Background: an optimization exercise with open tools, aiming at small area, a short achievable clock period and few clock cycles per item. Do not read the settings as production practice.
At most, simulation tests tie the RTL to the original design; equivalence was not proved.
Power is estimated from default activity; no workload was simulated.

==> 10-17: inputs <==
// duty_gated_waveform_sample
module duty_gated_waveform_sample (
   input  logic                                   clock,
   input  logic                                   reset,
   input  logic                                   req_tvalid,
   output logic                                   req_tready,
   input  logic [dgws_pkg::REQ_DATA_BITS-1:0]     req_tdata,   
   output logic                                   rsp_tvalid,
   input  logic                                   rsp_tready,
   output logic [dgws_pkg::RSP_DATA_BITS-1:0]     rsp_tdata,   
   output logic                                   rsp_tuser,   
   input  logic                                   csr_we,
   input  logic [dgws_pkg::CSR_INDEX_BITS-1:0]    csr_index,
   input  logic [dgws_pkg::CSR_DATA_BITS-1:0]     csr_wdata
);
Settings: LEC_CHECK=0, CAP_MARGIN=20, CORE_MARGIN=2, CORE_UTILIZATION=65, CTS_BUF_LIST=sky130_fd_sc_hd__clkbuf_8, CTS_CLUSTER_SIZE=40, SETUP_SLACK_MARGIN=3.9, SLEW_MARGIN=20, TNS_END_PERCENT=20; clock period 7.0 ns.
run.sh (not shown) runs the stock make flow with config.mk's settings and CLKGATE_MAP_FILE= SYNTH_SCRIPT=/design/flow/synth_recipe.tcl, a recipe that flattens the netlist after the stock synthesis.
==> 08-27 (differences from 10-17) <==
Settings changed: CTS_CLUSTER_SIZE 40 to unset, SETUP_SLACK_MARGIN 3.9 to 3.7.
==> notes.md <==
Against 08-27, the setup slack of 10-17 is higher by 0.18 ns. 10-17 went through all stages and came out clean. 08-27 completed with no timing, DRC or antenna violations. Between 10-17 and 08-27, the lower combinational power is in 08-27 (gap about 8%, measured against 08-27). In 08-27 the sequential share of layout area is higher than in 10-17, by 1.1 points. Of 10-17 and 08-27, 10-17 has the higher total power (gap about 4.5%, measured against 08-27). Against 08-27, the cell area of 10-17 is larger by 2.9%. Between 08-27 and 10-17, the lower via count is in 08-27 (gap about 2.5%, measured against 10-17).
Testbench counts of 10-17, summed over its fixed seeds: cycles 20,880, items 19,200.
Testbench counts of 08-27, summed over its fixed seeds: cycles 20,880, items 19,200.

---

==> umber <==
Another version of the RTL of duty_gated_waveform_sample (not shown whole).
==> flow/config.mk <==
export PLATFORM = sky130hd
export DESIGN_NAME = duty_gated_waveform_sample
export DESIGN_NICKNAME = duty_gated_waveform_sample
export VERILOG_FILES = /design/flow/design.v
export SDC_FILE = /design/flow/constraint.sdc
export NUM_CORES = 4
export LEC_CHECK = 0
export CAP_MARGIN = 20
export CORE_MARGIN = 2
export CORE_UTILIZATION = 50
export SETUP_SLACK_MARGIN = 3.8
export SLEW_MARGIN = 20
==> flow/constraint.sdc <==
create_clock -name core_clock -period 7.0 [get_ports {clock}]
set_input_delay 1.4000 -clock core_clock [delete_from_list [all_inputs] [get_ports {clock}]]
set_output_delay 1.4000 -clock core_clock [all_outputs]
set_load 0.01 [all_outputs]
==> tundra: changes against umber <==
--- a/flow/design.v
+++ b/flow/design.v
@@ -79,81 +79,88 @@
          default: sine_entry = '0;
       endcase
    endfunction
 endpackage
 `timescale 1ns / 1ps
 module dgws_div_step (
    input  logic [16:0] rem,       
-   input  logic [16:0] pe,        
+   input  logic [16:0] npe,       
    output logic [16:0] rem_out,
    output logic        q
 );
    logic [17:0] s;
    logic [18:0] d;
    always_comb begin
       s       = {rem, 1'b0};
-      d       = {1'b0, s} - {2'b00, pe};
+      d       = {1'b0, s} - {2'b00, ~npe};
       q       = !d[18];
       rem_out = q ? d[16:0] : s[16:0];
    end
 endmodule
 `timescale 1ns / 1ps
 module dgws_shape_a (
    input  logic [15:0] ph,
    input  logic [2:0]  kind,
-   output logic [16:0] f,         
+   output logic [15:0] f,         
    output logic        flat_fall,
+   output logic        tri_fall,
    output logic        hold_max   
 );
    logic [18:0] p5;
-   logic [16:0] two_t;
    logic [7:0]  idx;
    logic        z;
    logic [7:0]  addr;
    logic [10:0] mag;
    always_comb begin
       p5    = {3'b000, ph} + {1'b0, ph, 2'b00};
-      two_t = ph[15] ? 17'(18'h20000 - {1'b0, ph, 1'b0}) : {ph, 1'b0};
       idx   = ph[13:6];
       z     = !ph[14] && (idx == 8'd0);
       addr  = ph[14] ? ~idx : (idx - 8'd1);
       mag   = z ? 11'd0 : dgws_pkg::sine_entry(addr);
       flat_fall = 1'b0;
+      tri_fall  = 1'b0;
       hold_max  = 1'b0;
       case (kind)
-         3'd1: f = {5'b0, ph[15], mag};
-         3'd2: f = two_t;
+         3'd1: f = {4'b0, ph[15], mag};
+         3'd2: begin
+            f        = {ph[14:0], 1'b0};
+            tri_fall = ph[15];
+            hold_max = ph[15] && (ph[14:0] == 15'd0);
+         end
          3'd3: begin
-            f         = {1'b0, p5[15:0]};
+            f         = p5[15:0];
             flat_fall = p5[18];
             hold_max  = !p5[18] && (p5[17:16] != 2'b00);
          end
-         3'd4: f = {1'b0, ph};
+         3'd4: f = ph;
          default: begin
-            f        = {1'b0, ph};
+            f        = ph;
             hold_max = 1'b1;
          end
       endcase
    end
 endmodule
 module dgws_shape_b (
-   input  logic [16:0] f,
+   input  logic [15:0] f,
    input  logic        flat_fall,
+   input  logic        tri_fall,
    input  logic        hold_max,
    input  logic        win,
    input  logic [2:0]  kind,
    output logic [11:0] code
 );
-   logic [28:0] prod;
+   logic        borrow;
+   logic [11:0] m;
    logic [11:0] y;
    logic [11:0] sine_code;
    logic [11:0] shape;
    always_comb begin
-      prod      = {f, 12'b0} - {12'b0, f};
-      y         = prod[27:16];
+      borrow    = (f[3:0] < f[15:12]) || ((f[3:0] == f[15:12]) && (f[11:0] != 12'd0));
+      m         = tri_fall ? ~f[15:4] : f[15:4];
+      y         = m - {11'd0, borrow ^ tri_fall};
       sine_code = f[11] ? {1'b0, ~f[10:0]} : (12'd2047 + {1'b0, f[10:0]});
       if (kind == 3'd1)        shape = sine_code;
       else if (kind[2:1] == 2'b11 || kind == 3'd5) shape = 12'd0;
       else if (hold_max)       shape = 12'd4095;
       else if (flat_fall)      shape = ~y;
       else                     shape = y;
       code = win ? shape : 12'd0;
@@ -172,14 +179,15 @@
    output logic                                   rsp_tuser,   
    input  logic                                   csr_we,
    input  logic [dgws_pkg::CSR_INDEX_BITS-1:0]    csr_index,
    input  logic [dgws_pkg::CSR_DATA_BITS-1:0]     csr_wdata
 );
    localparam int NS = 16;   
    logic [16:0] pe_ff;
+   logic [3:0][16:0] npe_cp;
    logic [6:0]  duty_ff;
    logic [2:0]  kind_ff;
    logic        wr_pe, wr_duty;
    assign wr_pe   = csr_we && (csr_index == 2'd0);
    assign wr_duty = csr_we && (csr_index == 2'd1);
    always_ff @(posedge clock) begin
       if (reset) begin
@@ -188,25 +196,30 @@
          kind_ff <= 3'd0;
       end else begin
          if (wr_pe)   pe_ff   <= (csr_wdata == 17'd0) ? 17'd1 : csr_wdata;
          if (wr_duty) duty_ff <= csr_wdata[6:0];
          if (csr_we && csr_index == 2'd2) kind_ff <= csr_wdata[2:0];
       end
    end
+   always_ff @(posedge clock) begin
+      npe_cp <= {npe_cp[2:0], ~pe_ff};
+   end
    logic [4:0]  thr_cnt;
    logic [17:0] thr_ff;
    logic [6:0]  thr_rem;
    logic [1:0]  thr_dig_ff;
    logic        thr_bit_ff;
+   logic [16:0] pe_new;
    logic [31:0] thr_pad;
    logic [8:0]  thr_t;
    logic [9:0]  thr_m1, thr_m2, thr_m3;
    logic [1:0]  thr_dig;
    logic [6:0]  thr_rem_in;
    always_comb begin
+      pe_new  = wr_pe ? ((csr_wdata == 17'd0) ? 17'd1 : csr_wdata) : pe_ff;
       thr_pad = {15'd0, pe_ff};
       thr_t   = {1'b0, thr_rem, 1'b0} + (thr_bit_ff ? {2'b00, duty_ff} : 9'd0);
       thr_m1  = {1'b0, thr_t} - 10'd100;
       thr_m2  = {1'b0, thr_t} - 10'd200;
       thr_m3  = {1'b0, thr_t} - 10'd300;
       if (!thr_m3[9])      begin thr_dig = 2'd3; thr_rem_in = thr_m3[6:0]; end
       else if (!thr_m2[9]) begin thr_dig = 2'd2; thr_rem_in = thr_m2[6:0]; end
@@ -217,19 +230,19 @@
       if (reset) begin
          thr_cnt    <= 5'd0;
          thr_ff     <= 18'd500;
          thr_rem    <= 7'd0;
          thr_dig_ff <= 2'd0;
          thr_bit_ff <= 1'b0;
       end else if (wr_pe || wr_duty) begin
-         thr_cnt    <= 5'd19;
+         thr_cnt    <= 5'd18;
          thr_ff     <= 18'd0;
          thr_rem    <= 7'd0;
          thr_dig_ff <= 2'd0;
-         thr_bit_ff <= 1'b0;
+         thr_bit_ff <= pe_new[16];
       end else if (thr_cnt != 5'd0) begin
          thr_cnt    <= thr_cnt - 5'd1;
          thr_ff     <= {thr_ff[16:0], 1'b0} + {16'd0, thr_dig_ff};
          thr_rem    <= thr_rem_in;
          thr_dig_ff <= (thr_cnt == 5'd1) ? 2'd0 : thr_dig;
          thr_bit_ff <= (thr_cnt >= 5'd3) && thr_pad[5'(thr_cnt - 5'd3)];
       end
@@ -271,46 +284,48 @@
          assign win_in = w0;
       end else begin : g_next
          assign rin    = drem[k-1];
          assign qin    = dq[k-1];
          assign vin    = dv[k-1];
          assign win_in = dw[k-1];
       end
-      dgws_div_step u_step (.rem(rin), .pe(pe_ff), .rem_out(rout), .q(qb));
+      dgws_div_step u_step (.rem(rin), .npe(npe_cp[(k-1)/4]), .rem_out(rout), .q(qb));
       always_ff @(posedge clock) begin
          if (reset)    dv[k] <= 1'b0;
          else if (adv) dv[k] <= vin;
       end
       always_ff @(posedge clock) begin
          if (adv) begin
             dw[k] <= win_in;
             dq[k] <= {qin[14:0], qb};
             if (k < NS) drem[k] <= rout;
          end
       end
    end
-   logic [16:0] sa_f;
-   logic        sa_fall, sa_max;
-   logic [16:0] sf_f;
-   logic        sf_fall, sf_max, sf_w, sf_v;
-   dgws_shape_a u_sa (.ph(dq[NS]), .kind(kind_ff), .f(sa_f), .flat_fall(sa_fall), .hold_max(sa_max));
+   logic [15:0] sa_f;
+   logic        sa_fall, sa_tri, sa_max;
+   logic [15:0] sf_f;
+   logic        sf_fall, sf_tri, sf_max, sf_w, sf_v;
+   dgws_shape_a u_sa (.ph(dq[NS]), .kind(kind_ff), .f(sa_f), .flat_fall(sa_fall), .tri_fall(sa_tri),
+                  .hold_max(sa_max));
    always_ff @(posedge clock) begin
       if (reset)    sf_v <= 1'b0;
       else if (adv) sf_v <= dv[NS];
    end
    always_ff @(posedge clock) begin
       if (adv) begin
          sf_f    <= sa_f;
          sf_fall <= sa_fall;
+         sf_tri  <= sa_tri;
          sf_max  <= sa_max;
          sf_w    <= dw[NS];
       end
    end
    logic [11:0] sb_code;
-   dgws_shape_b u_sb (.f(sf_f), .flat_fall(sf_fall), .hold_max(sf_max), .win(sf_w),
+   dgws_shape_b u_sb (.f(sf_f), .flat_fall(sf_fall), .tri_fall(sf_tri), .hold_max(sf_max), .win(sf_w),
                       .kind(kind_ff), .code(sb_code));
    logic take;
    logic out_load;
    assign take     = out_v && rsp_tready;
    assign out_load = !out_v || rsp_tready;
    always_ff @(posedge clock) begin
       if (reset) begin
- CORE_UTILIZATION: 50 -> 65
- CTS_BUF_LIST: default -> sky130_fd_sc_hd__clkbuf_8
- SETUP_SLACK_MARGIN: 3.8 -> 4.0
- TNS_END_PERCENT: default -> 10
==> comparison <==
Die area: tundra is lower than umber (about 20%).
Against umber, the synthesized area of tundra is higher by about 3%.
In umber the via count is larger than in tundra, by 2.7%.
Synthesized cell count: umber is higher than tundra (0.56%).
Clock skew: umber is lower than tundra (0.013 ns).
Between umber and tundra, the lower sequential power is in umber (gap about 6%, measured against tundra).
Testbench counts of tundra, summed over its fixed seeds: cycles 20,880, items 19,200.
No functional check of the RTL was part of umber.

-- static timing again, ports no longer ideal --
Ports are ideal in the flow. The routed layouts listed here were re-timed in OpenROAD. Step 1 (the two cells are an assumption about what drives the block):
set clk [get_ports {clock}]
set_driving_cell -lib_cell sky130_fd_sc_hd__clkbuf_16 $clk
set_driving_cell -lib_cell sky130_fd_sc_hd__buf_2 [delete_from_list [all_inputs] $clk]
Step 2 times the ports against the registers' clock, not the clock port: input delays grow and output delays shrink by t, the midpoint of the rising clock arrivals with the driver on. a / b / c = ideal / step 1 / step 2; a / b = the first two.
| run | t (ns) | setup slack, ns | clock arrival spread, ns | slew at the worst register clock pin (ns) | pins driven straight from the clock port |
|---|---|---|---|---|---|
| 10-17 | 0.752 | 3.764 / 3.764 / 3.069 | 0.057 / 0.057 | 0.08 / 0.08 | 1 |
| 08-27 | 0.752 | 3.581 / 3.608 / 2.872 | 0.055 / 0.055 | 0.08 / 0.08 | 1 |
| umber | 0.668 | 3.643 / 3.643 / 3.176 | 0.034 / 0.034 | 0.06 / 0.06 | 1 |
| tundra | 0.752 | 3.757 / 3.757 / 3.074 | 0.056 / 0.056 | 0.08 / 0.08 | 1 |
After both steps setup and hold are still met in every run listed. For 08-27, which loses most, drivers alone change the setup slack by +0.027 ns; drivers and shift together by -0.709 ns.
